From an optimization exercise on the open Yosys and OpenROAD flow, aimed at small area and a short achievable clock period; shortcuts taken in it are not production practice.
Function was checked by simulation only, so behaviour that the tests miss may differ from the original.
Power is estimated from default activity; no workload was simulated.

==> module oled_framebuffer, before the edit <==
module oled_framebuffer #(
    parameter int GM = 48,  
    parameter int GN = 22   
) (
    input  logic     clk,
    input  logic     fb_we,    
    input  oled_pkg::fb_addr_t fb_addr,  
    input  oled_pkg::byte_t    fb_data,  
    input  oled_pkg::fb_addr_t rd_addr,  
    input  logic [GM-1:0]      rd_msel,  
    input  logic [GN-1:0]      rd_gsel,  
    output oled_pkg::byte_t    rd_data   
);
    localparam int NB = oled_pkg::FB_BYTES;
    logic [NB-1:0][7:0] mem;
    logic               wr_en;
    oled_pkg::fb_addr_t wr_addr;
    logic [31:0]        wr_lo_n;   
    logic [31:0]        wr_hi_n;   
    oled_pkg::byte_t    wr_data;
    always_ff @(posedge clk) begin
        wr_en   <= fb_we;
        wr_addr <= fb_addr;
        wr_lo_n <= fb_we ? ~(32'b1 << fb_addr[4:0]) : '1;
        wr_hi_n <= ~(32'b1 << fb_addr[9:5]);
        wr_data <= fb_data;
    end
    for (genvar i = 0; i < NB; i++) begin : g_row
        always_ff @(posedge clk) begin
            if (!(wr_lo_n[i % 32] || wr_hi_n[i / 32])) begin
                mem[i] <= wr_data;
            end
        end
    end
    logic [7:0][GN-1:0] rd_grp_n;  
    logic               rd_hit;    
    oled_pkg::byte_t    rd_hit_data;
    for (genvar b = 0; b < 8; b++) begin : g_lane
        logic [GN-1:0] grp_n;
        for (genvar g = 0; g < GN; g++) begin : g_grp
            localparam int N = (NB - g*GM < GM) ? NB - g*GM : GM;
            logic [N-1:0] d;
            for (genvar m = 0; m < N; m++) begin : g_bit
                assign d[m] = mem[g*GM + m][b];
            end
            oled_fb_group #(.N(N)) u_grp (
                .d    (d),
                .msel (rd_msel[N-1:0]),
                .gsel (rd_gsel[g]),
                .y_n  (grp_n[g])
            );
        end
        always_ff @(posedge clk) begin
            rd_grp_n[b] <= grp_n;
        end
        assign rd_data[b] = rd_hit ? rd_hit_data[b] : ~&rd_grp_n[b];
    end
    always_ff @(posedge clk) begin
        rd_hit      <= wr_en && wr_addr == rd_addr;
        rd_hit_data <= wr_data;
    end
endmodule
==> flow/config.mk <==
export PLATFORM = sky130hd
export DESIGN_NAME = ssd1309_driver
export DESIGN_NICKNAME = ssd1309_driver
export VERILOG_FILES = /design/flow/design.v
export SDC_FILE = /design/flow/constraint.sdc
export NUM_CORES = 8
export LEC_CHECK = 0
export CAP_MARGIN = 20
export CORE_MARGIN = 2
export CORE_UTILIZATION = 60
export SLEW_MARGIN = 20
export SYNTH_HIERARCHICAL = 1
export SYNTH_MEMORY_MAX_BITS = 16384
==> flow/constraint.sdc <==
create_clock -name core_clock -period 11.0 [get_ports {clk}]
set_input_delay 2.2000 -clock core_clock [delete_from_list [all_inputs] [get_ports {clk}]]
set_output_delay 2.2000 -clock core_clock [all_outputs]
set_load 0.01 [all_outputs]
standard.sh (not shown) runs the stock make flow with config.mk's settings and CLKGATE_MAP_FILE= SYNTH_SCRIPT=/design/flow/synth_recipe.tcl, a recipe that flattens the netlist after the stock synthesis.
==> flow/flow/run.sh <==
#!/bin/bash
# Standard synthesis and layout, with sized port buffers, the output
# flip-flops and buffers pulled next to their pins after placement, a
# sparser clock tree without dummy loads, timing repair aimed below the
# clock period and more antenna repair rounds. Each step's full log is in
# orfs/logs; make's own output is in synth.log, place.log and layout.log,
# the placement tweak's in pull_out_flops.log.
set -euo pipefail
KNOBS=(
    "BUFFER_PORTS_ARGS=-buffer_cell sky130_fd_sc_hd__buf_2"
    "CTS_ARGS=-sink_clustering_enable -repair_clock_nets -sink_clustering_size 25 -sink_clustering_max_diameter 100 -dont_use_dummy_load"
    SETUP_SLACK_MARGIN=7.45
    MAX_REPAIR_ANTENNAS_ITER_DRT=12
    MAX_REPAIR_ANTENNAS_ITER_GRT=12
)
bash standard.sh synth > synth.log 2>&1
bash standard.sh "${KNOBS[@]}" place > place.log 2>&1
RES=orfs/results/$FLOW_PLATFORM/ssd1309_driver/base
ODB_IN=$RES/3_place.odb ODB_OUT=$RES/3_place_pulled.odb \
    openroad -no_init -exit flow/pull_out_flops.tcl > pull_out_flops.log 2>&1
mv $RES/3_place_pulled.odb $RES/3_place.odb
bash standard.sh "${KNOBS[@]}" finish > layout.log 2>&1
==> flow/flow/pull_out_flops.tcl <==
# Move each output port's buffer and the flip-flop driving it next to the
# port's pin, then legalize. Reads and writes the ODB named by ODB_IN/ODB_OUT.
read_db $::env(ODB_IN)
set block [ord::get_db_block]
foreach bt [$block getBTerms] {
  if {[$bt getIoType] ne "OUTPUT"} { continue }
  set net [$bt getNet]
  set buf ""
  foreach it [$net getITerms] { if {[$it isOutputSignal]} { set buf [$it getInst] } }
  if {$buf eq ""} { continue }
  set in_net ""
  foreach it [$buf getITerms] { if {[$it isInputSignal] && [$it getNet] ne "NULL"} { set in_net [$it getNet] } }
  if {$in_net eq ""} { continue }
  set ff ""
  foreach it [$in_net getITerms] { if {[$it isOutputSignal]} { set ff [$it getInst] } }
  if {$ff eq "" || ![string match "*df*" [[$ff getMaster] getName]]} { continue }
  set pb [$bt getBBox]
  set px [expr {([$pb xMin] + [$pb xMax]) / 2}]
  set py [expr {([$pb yMin] + [$pb yMax]) / 2}]
  set core [$block getCoreArea]
  set x [expr {min(max($px, [$core xMin] + 2000), [$core xMax] - 12000)}]
  set y [expr {min(max($py, [$core yMin] + 2000), [$core yMax] - 6000)}]
  puts "move [$ff getName] and [$buf getName] to $x $y for [$bt getName] at $px $py"
  $buf setLocation $x $y
  $ff setLocation $x $y
}
detailed_placement
check_placement
write_db $::env(ODB_OUT)
==> next run, changes <==
--- a/flow/design.v
+++ b/flow/design.v
@@ -60,28 +60,29 @@
 );
     localparam int NB = oled_pkg::FB_BYTES;
     logic [NB-1:0][7:0] mem;
     logic               wr_en;
     oled_pkg::fb_addr_t wr_addr;
-    logic [31:0]        wr_lo_n;   
-    logic [31:0]        wr_hi_n;   
+    logic [31:0]        wr_lo;     
+    logic [31:0]        wr_hi;     
     oled_pkg::byte_t    wr_data;
     always_ff @(posedge clk) begin
         wr_en   <= fb_we;
         wr_addr <= fb_addr;
-        wr_lo_n <= fb_we ? ~(32'b1 << fb_addr[4:0]) : '1;
-        wr_hi_n <= ~(32'b1 << fb_addr[9:5]);
+        wr_lo   <= fb_we ? (32'b1 << fb_addr[4:0]) : 32'b0;
+        wr_hi   <= 32'b1 << fb_addr[9:5];
         wr_data <= fb_data;
     end
     for (genvar i = 0; i < NB; i++) begin : g_row
         always_ff @(posedge clk) begin
-            if (!(wr_lo_n[i % 32] || wr_hi_n[i / 32])) begin
+            if (wr_lo[i % 32] && wr_hi[i / 32]) begin
                 mem[i] <= wr_data;
             end
         end
     end
-    logic [7:0][GN-1:0] rd_grp_n;  
+    localparam int NP = (GN + 1) / 2;
+    logic [7:0][NP-1:0] rd_part;   
     logic               rd_hit;    
     oled_pkg::byte_t    rd_hit_data;
     for (genvar b = 0; b < 8; b++) begin : g_lane
         logic [GN-1:0] grp_n;
         for (genvar g = 0; g < GN; g++) begin : g_grp
@@ -95,14 +96,18 @@
                 .msel (rd_msel[N-1:0]),
                 .gsel (rd_gsel[g]),
                 .y_n  (grp_n[g])
             );
         end
+        logic [2*NP-1:0] grp_pad;  
+        assign grp_pad = {{(2*NP - GN){1'b1}}, grp_n};
         always_ff @(posedge clk) begin
-            rd_grp_n[b] <= grp_n;
+            for (int q = 0; q < NP; q++) begin
+                rd_part[b][q] <= ~&grp_pad[2*q +: 2];
+            end
         end
-        assign rd_data[b] = rd_hit ? rd_hit_data[b] : ~&rd_grp_n[b];
+        assign rd_data[b] = rd_hit ? rd_hit_data[b] : |rd_part[b];
     end
     always_ff @(posedge clk) begin
         rd_hit      <= wr_en && wr_addr == rd_addr;
         rd_hit_data <= wr_data;
     end
Result: Worst setup slack gets worse by 0.0063 ns. Hold slack gets better by 0.010 ns. Cell area rises by 0.65%. Flip-flop and latch count falls by 88. Sequential power is about the same. Count of clock-buffer cells in the layout falls by 3. Cell count rises by 1.6%. Non-clock buffer count falls by 2.


== v6 ==
The RTL this note starts from:
==> flow/design.v <==
package oled_pkg;
    localparam int DISPLAY_WIDTH  = 128;                         
    localparam int DISPLAY_HEIGHT = 64;                          
    localparam int PAGE_COUNT     = DISPLAY_HEIGHT / 8;          
    localparam int FB_BYTES       = PAGE_COUNT * DISPLAY_WIDTH;  
    typedef logic [7:0] byte_t;
    typedef logic [$clog2(FB_BYTES)-1:0] fb_addr_t;
    localparam byte_t CMD_DISPLAY_OFF     = 8'hAE;  
    localparam byte_t CMD_ADDR_MODE       = 8'h20;  
    localparam byte_t ADDR_MODE_HORIZ     = 8'h00;  
    localparam byte_t CMD_CONTRAST        = 8'h81;  
    localparam byte_t CONTRAST_LEVEL      = 8'h7F;  
    localparam byte_t CMD_NORMAL_MODE     = 8'hA6;  
    localparam byte_t CMD_DISPLAY_RAM     = 8'hA4;  
    localparam byte_t CMD_CHARGE_PUMP     = 8'h8D;  
    localparam byte_t CHARGE_PUMP_ENABLE  = 8'h14;  
    localparam byte_t CMD_DISPLAY_ON      = 8'hAF;
    localparam int INIT_LEN = 10;
endpackage
`timescale 1ns/1ps
module oled_fb_leaf (
    input  logic [2:0] d,
    input  logic [2:0] s,
    output logic       y_n
);
    assign y_n = ~((d[0] & s[0]) | (d[1] & s[1]) | (d[2] & s[2]));
endmodule
module oled_fb_group (
    input  logic [31:0] d,      
    input  logic [31:0] msel,   
    input  logic        gsel,   
    output logic        y_n
);
    logic [10:0] leaf_n;
    for (genvar k = 0; k < 10; k++) begin : g_leaf
        oled_fb_leaf u_leaf (
            .d   (d[3*k +: 3]),
            .s   (msel[3*k +: 3]),
            .y_n (leaf_n[k])
        );
    end
    oled_fb_leaf u_leaf_last (
        .d   (d[31:29]),
        .s   (msel[31:29]),
        .y_n (leaf_n[10])
    );
    assign y_n = ~(~&leaf_n & gsel);
endmodule
module oled_framebuffer (
    input  logic     clk,
    input  logic     fb_we,    
    input  oled_pkg::fb_addr_t fb_addr,  
    input  oled_pkg::byte_t    fb_data,  
    input  logic [31:0]        rd_msel,  
    input  logic [31:0]        rd_gsel,  
    output oled_pkg::byte_t    rd_data   
);
    logic [oled_pkg::FB_BYTES-1:0][7:0] mem;
    logic               wr_en;
    oled_pkg::fb_addr_t wr_addr;
    oled_pkg::byte_t    wr_data;
    always_ff @(posedge clk) begin
        wr_en   <= fb_we;
        wr_addr <= fb_addr;
        wr_data <= fb_data;
    end
    for (genvar i = 0; i < oled_pkg::FB_BYTES; i++) begin : g_row
        always_ff @(posedge clk) begin
            if (wr_en && wr_addr == oled_pkg::fb_addr_t'(i)) begin
                mem[i] <= wr_data;
            end
        end
    end
    logic [7:0][7:0]    rd_part;   
    logic               rd_hit;    
    oled_pkg::byte_t    rd_hit_data;
    for (genvar b = 0; b < 8; b++) begin : g_lane
        logic [31:0] grp_n;
        for (genvar g = 0; g < 32; g++) begin : g_grp
            logic [31:0] d;
            for (genvar m = 0; m < 32; m++) begin : g_bit
                assign d[m] = mem[g*32 + m][b];
            end
            oled_fb_group u_grp (
                .d    (d),
                .msel (rd_msel),
                .gsel (rd_gsel[g]),
                .y_n  (grp_n[g])
            );
        end
        always_ff @(posedge clk) begin
            for (int q = 0; q < 8; q++) begin
                rd_part[b][q] <= ~&grp_n[4*q +: 4];
            end
        end
        assign rd_data[b] = rd_hit ? rd_hit_data[b] : |rd_part[b];
    end
    always_ff @(posedge clk) begin
        rd_hit      <= wr_en && rd_msel[wr_addr[4:0]] && rd_gsel[wr_addr[9:5]];
        rd_hit_data <= wr_data;
    end
endmodule
`timescale 1ns/1ps
module oled_sequencer #(
    parameter int STARTUP_DELAY = 10_000_000,  
    parameter int FRAME_GAP     = 270_000      
) (
    input  logic     clk,
    input  logic     reset,
    output logic     res,       
    output logic [31:0] rd_msel,  
    output logic [31:0] rd_gsel,  
    input  oled_pkg::byte_t    rd_data,   
    output logic     tx_valid,  
    output oled_pkg::byte_t    tx_byte,
    output logic     tx_dc,     
    input  logic     tx_ready
);
    localparam int DLY_MAX = (STARTUP_DELAY > FRAME_GAP) ? STARTUP_DELAY : FRAME_GAP;
    localparam int DLY_W   = $clog2(DLY_MAX + 1);
    localparam int ADR_W   = $clog2(oled_pkg::FB_BYTES);
    localparam int CNT_W   = (DLY_W > ADR_W) ? DLY_W : ADR_W;
    typedef enum logic [2:0] {
        PRE_RESET,   
        RESETTING,   
        POST_RESET,  
        INIT,
        CLEAR,
        DRAW,
        FRAME_WAIT
    } state_t;
    state_t           state, state_nx;
    logic [CNT_W-1:0] cnt;
    logic             cnt_inc;    
    logic             cnt_clr;    
    logic             offer;      
    logic             sent;
    logic             startup_done;
    logic             gap_done;
    logic             last_byte;
    logic             last_cmd;
    oled_pkg::byte_t  init_cmd;   
    oled_pkg::byte_t  offer_byte;
    always_comb begin
        case (cnt[3:0])
            4'd0:    init_cmd = oled_pkg::CMD_DISPLAY_OFF;
            4'd1:    init_cmd = oled_pkg::CMD_ADDR_MODE;
            4'd2:    init_cmd = oled_pkg::ADDR_MODE_HORIZ;
            4'd3:    init_cmd = oled_pkg::CMD_CONTRAST;
            4'd4:    init_cmd = oled_pkg::CONTRAST_LEVEL;
            4'd5:    init_cmd = oled_pkg::CMD_NORMAL_MODE;
            4'd6:    init_cmd = oled_pkg::CMD_DISPLAY_RAM;
            4'd7:    init_cmd = oled_pkg::CMD_CHARGE_PUMP;
            4'd8:    init_cmd = oled_pkg::CHARGE_PUMP_ENABLE;
            4'd9:    init_cmd = oled_pkg::CMD_DISPLAY_ON;
            default: init_cmd = 8'h00;
        endcase
    end
    assign sent         = tx_valid & tx_ready;                   
    assign startup_done = (cnt == CNT_W'(STARTUP_DELAY - 1));
    assign gap_done     = (cnt == CNT_W'(FRAME_GAP - 1));
    assign last_byte    = (cnt == CNT_W'(oled_pkg::FB_BYTES - 1));
    assign last_cmd     = (cnt == CNT_W'(oled_pkg::INIT_LEN - 1));
    assign tx_dc        = (state != INIT);  
    always_comb begin
        state_nx   = state;
        cnt_inc    = 1'b0;
        cnt_clr    = 1'b0;
        offer      = 1'b0;
        offer_byte = rd_data;
        case (state)
            PRE_RESET, RESETTING, POST_RESET: begin
                cnt_inc = 1'b1;
                if (startup_done) begin
                    cnt_clr  = 1'b1;
                    state_nx = (state == PRE_RESET) ? RESETTING :
                               (state == RESETTING) ? POST_RESET : INIT;
                end
            end
            INIT, CLEAR, DRAW: begin
                offer_byte = (state == INIT)  ? init_cmd :
                             (state == CLEAR) ? 8'h00    : rd_data;  
                if (sent) begin
                    cnt_inc = 1'b1;
                    if ((state == INIT) ? last_cmd : last_byte) begin
                        cnt_clr  = 1'b1;
                        state_nx = (state == INIT)  ? CLEAR :
                                   (state == CLEAR) ? DRAW  : FRAME_WAIT;
                    end
                end else if (!tx_valid) begin
                    offer = 1'b1;
                end
            end
            FRAME_WAIT: begin
                if (tx_ready) begin
                    cnt_inc = 1'b1;
                    if (gap_done) begin
                        cnt_clr  = 1'b1;
                        state_nx = DRAW;
                    end
                end
            end
            default: begin
                state_nx = PRE_RESET;
            end
        endcase
    end
    always_ff @(posedge clk) begin
        if (reset) begin
            state    <= PRE_RESET;
            cnt      <= '0;
            rd_msel  <= 32'd1;
            rd_gsel  <= 32'd1;
            res      <= 1'b1;
            tx_valid <= 1'b0;
        end else begin
            state <= state_nx;
            if (cnt_clr) begin
                cnt <= '0;
            end else if (cnt_inc) begin
                cnt <= cnt + 1'b1;
            end
            if (offer && state == DRAW) begin
                rd_msel <= {rd_msel[30:0], rd_msel[31]};
                if (rd_msel[31]) begin
                    rd_gsel <= {rd_gsel[30:0], rd_gsel[31]};
                end
            end
            if (startup_done && (state == PRE_RESET || state == RESETTING)) begin
                res <= (state == RESETTING);  
            end
            if (sent) begin
                tx_valid <= 1'b0;
            end else if (offer) begin
                tx_valid <= 1'b1;
            end
        end
    end
    always_ff @(posedge clk) begin
        if (!reset && offer) begin
            tx_byte <= offer_byte;
        end
    end
endmodule
`timescale 1ns/1ps
module spi_byte_tx (
    input  logic  clk,
    input  logic  reset,
    input  logic  tx_valid,
    input  oled_pkg::byte_t tx_byte,
    input  logic  tx_dc,     
    output logic  tx_ready,
    output logic  sclk,      
    output logic  sdin,      
    output logic  cs,        
    output logic  cmd        
);
    logic       busy;
    logic [4:0] cnt;     
    logic [6:0] shreg;   
    logic       accept;
    assign tx_ready = ~busy;
    assign accept   = tx_valid & ~busy;
    always_ff @(posedge clk) begin
        if (accept) begin
            shreg <= tx_byte[6:0];
        end else if (busy && cnt[0] && cnt < 5'd15) begin
            shreg <= {shreg[5:0], 1'b0};  
        end
    end
    always_ff @(posedge clk) begin
        if (reset) begin
            busy <= 1'b0;
            cnt  <= '0;
            cs   <= 1'b1;
            sclk <= 1'b0;
            sdin <= 1'b0;
            cmd  <= 1'b0;
        end else if (accept) begin
            busy <= 1'b1;
            cnt  <= '0;
            cs   <= 1'b0;        
            sclk <= 1'b0;
            sdin <= tx_byte[7];  
            cmd  <= tx_dc;
        end else if (busy) begin
            cnt <= cnt + 1'b1;
            if (cnt < 5'd15) begin
                if (!cnt[0]) begin
                    sclk <= 1'b1;      
                end else begin
                    sclk <= 1'b0;      
                    sdin <= shreg[6];
                end
            end else if (cnt == 5'd15) begin
                cs   <= 1'b1;          
                sclk <= 1'b0;
                sdin <= 1'b0;
            end else if (cnt == 5'd17) begin
                busy <= 1'b0;          
            end
        end
    end
endmodule
`timescale 1ns/1ps
module ssd1309_driver #(
    parameter int STARTUP_DELAY = 100,  
    parameter int FRAME_GAP     = 150   
) (
    input  logic     clk,
    input  logic     reset,
    input  logic     fb_we,    
    input  oled_pkg::fb_addr_t fb_addr,
    input  oled_pkg::byte_t    fb_data,
    output logic     sclk,     
    output logic     sdin,     
    output logic     res,
    output logic     cmd,      
    output logic     cs
);
    logic [31:0]        rd_msel;
    logic [31:0]        rd_gsel;
    oled_pkg::byte_t    rd_data;
    logic     tx_valid;
    oled_pkg::byte_t    tx_byte;
    logic     tx_dc;
    logic     tx_ready;
    oled_framebuffer u_framebuffer (
        .clk     (clk),
        .fb_we   (fb_we),
        .fb_addr (fb_addr),
        .fb_data (fb_data),
        .rd_msel (rd_msel),
        .rd_gsel (rd_gsel),
        .rd_data (rd_data)
    );
    oled_sequencer #(
        .STARTUP_DELAY (STARTUP_DELAY),
        .FRAME_GAP     (FRAME_GAP)
    ) u_sequencer (
        .clk      (clk),
        .reset    (reset),
        .res      (res),
        .rd_msel  (rd_msel),
        .rd_gsel  (rd_gsel),
        .rd_data  (rd_data),
        .tx_valid (tx_valid),
        .tx_byte  (tx_byte),
        .tx_dc    (tx_dc),
        .tx_ready (tx_ready)
    );
    spi_byte_tx u_spi_tx (
        .clk      (clk),
        .reset    (reset),
        .tx_valid (tx_valid),
        .tx_byte  (tx_byte),
        .tx_dc    (tx_dc),
        .tx_ready (tx_ready),
        .sclk     (sclk),
        .sdin     (sdin),
        .cs       (cs),
        .cmd      (cmd)
    );
endmodule
export LEC_CHECK = 0
export CAP_MARGIN = 20
export CORE_MARGIN = 2
export CORE_UTILIZATION = 60
export SLEW_MARGIN = 20
export SYNTH_HIERARCHICAL = 1
export SYNTH_MEMORY_MAX_BITS = 16384
create_clock -name core_clock -period 11.0 [get_ports {clk}]
==> flow/flow/run.sh <==
#!/bin/bash
# Standard synthesis and layout, with sized port buffers, a sparser clock
# tree without dummy loads, and timing repair aimed below the clock period.
# Each step's full log is in orfs/logs; make's output in synth.log/layout.log.
set -euo pipefail
bash standard.sh synth > synth.log 2>&1
bash standard.sh \
    "BUFFER_PORTS_ARGS=-buffer_cell sky130_fd_sc_hd__buf_2" \
    "CTS_ARGS=-sink_clustering_enable -repair_clock_nets -sink_clustering_size 25 -sink_clustering_max_diameter 100 -dont_use_dummy_load" \
    SETUP_SLACK_MARGIN=7.0 \
    finish > layout.log 2>&1
#### Input delta (v7 over v6)
--- a/flow/design.v
+++ b/flow/design.v
@@ -68,13 +68,13 @@
         always_ff @(posedge clk) begin
             if (wr_en && wr_addr == oled_pkg::fb_addr_t'(i)) begin
                 mem[i] <= wr_data;
             end
         end
     end
-    logic [7:0][7:0]    rd_part;   
+    logic [7:0][31:0]   rd_grp_n;  
     logic               rd_hit;    
     oled_pkg::byte_t    rd_hit_data;
     for (genvar b = 0; b < 8; b++) begin : g_lane
         logic [31:0] grp_n;
         for (genvar g = 0; g < 32; g++) begin : g_grp
             logic [31:0] d;
@@ -86,17 +86,15 @@
                 .msel (rd_msel),
                 .gsel (rd_gsel[g]),
                 .y_n  (grp_n[g])
             );
         end
         always_ff @(posedge clk) begin
-            for (int q = 0; q < 8; q++) begin
-                rd_part[b][q] <= ~&grp_n[4*q +: 4];
-            end
+            rd_grp_n[b] <= grp_n;
         end
-        assign rd_data[b] = rd_hit ? rd_hit_data[b] : |rd_part[b];
+        assign rd_data[b] = rd_hit ? rd_hit_data[b] : ~&rd_grp_n[b];
     end
     always_ff @(posedge clk) begin
         rd_hit      <= wr_en && rd_msel[wr_addr[4:0]] && rd_gsel[wr_addr[9:5]];
         rd_hit_data <= wr_data;
     end
 endmodule
--- outcome ---
- Going from v6 to v7, detail-routed via count per cell comparable, non-clock buffer count in the final layout lower, via count went up by 2024, post-detailed-placement half-perimeter wirelength increased by about 0.9% relative to the old numbers, number of well taps went up 155.
- v6 -> v7: synthesized-area fraction occupied by ao, oa, aoi and oai cells flat
- v7 ends up with a largest net degree at the start of global routing that is about 4.3% lower than in v6.
- Fraction of the core area covered by cells at the end of the flow essentially unchanged between v6 and v7.
- Against v6, maximum frequency in v7 came out worse.
- Looking at v7 and v6, the combinational cell fraction of total power is a wash.
- Summary of v7 over v6: global-route total usage across every layer up 0.59 points, synthesized cell count went up by about 1.4%.
- Relative to v6, number of clock buffers in the layout increased by 8 in v7.

static timing again, ports no longer ideal:
The results above use ideal ports. As a check the final layouts listed here were re-extracted and re-timed, cells and wires unchanged. Step 1: set_driving_cell puts a clkbuf_16 on clk and a buf_2 on each other input, an assumption about the parent block. Step 2 moves the port delays by t, midway between the first and last clock arrival at a register: inputs arrive t later, outputs are due t later. That takes back most of the time a late clock gives input paths. a / b / c = no drivers / after step 1 / after step 2; a / b = the first two.
run	t (ns)	slack for setup (ns)	hold slack, ns	worst setup path at the end	worst register clock-pin slew, ns
the first run of note 1	1.134	7.314 / 7.198 / 6.464	0.448 / 0.448 / 0.448	input to register	0.10 / 0.10
the second run of note 1	1.161	7.308 / 7.171 / 6.505	0.459 / 0.459 / 0.459	input to register	0.10 / 0.10
v6	1.133	6.826 / 6.826 / 6.261	0.522 / 0.522 / 0.522	input to register	0.10 / 0.10
v7	1.168	6.725 / 6.725 / 6.231	0.539 / 0.539 / 0.539	input to register	0.11 / 0.11
After both steps setup and hold are still met in every run listed. The setup slack of the first run of note 1, which loses most, moves by -0.116 ns with the drivers and by -0.850 ns with both steps.
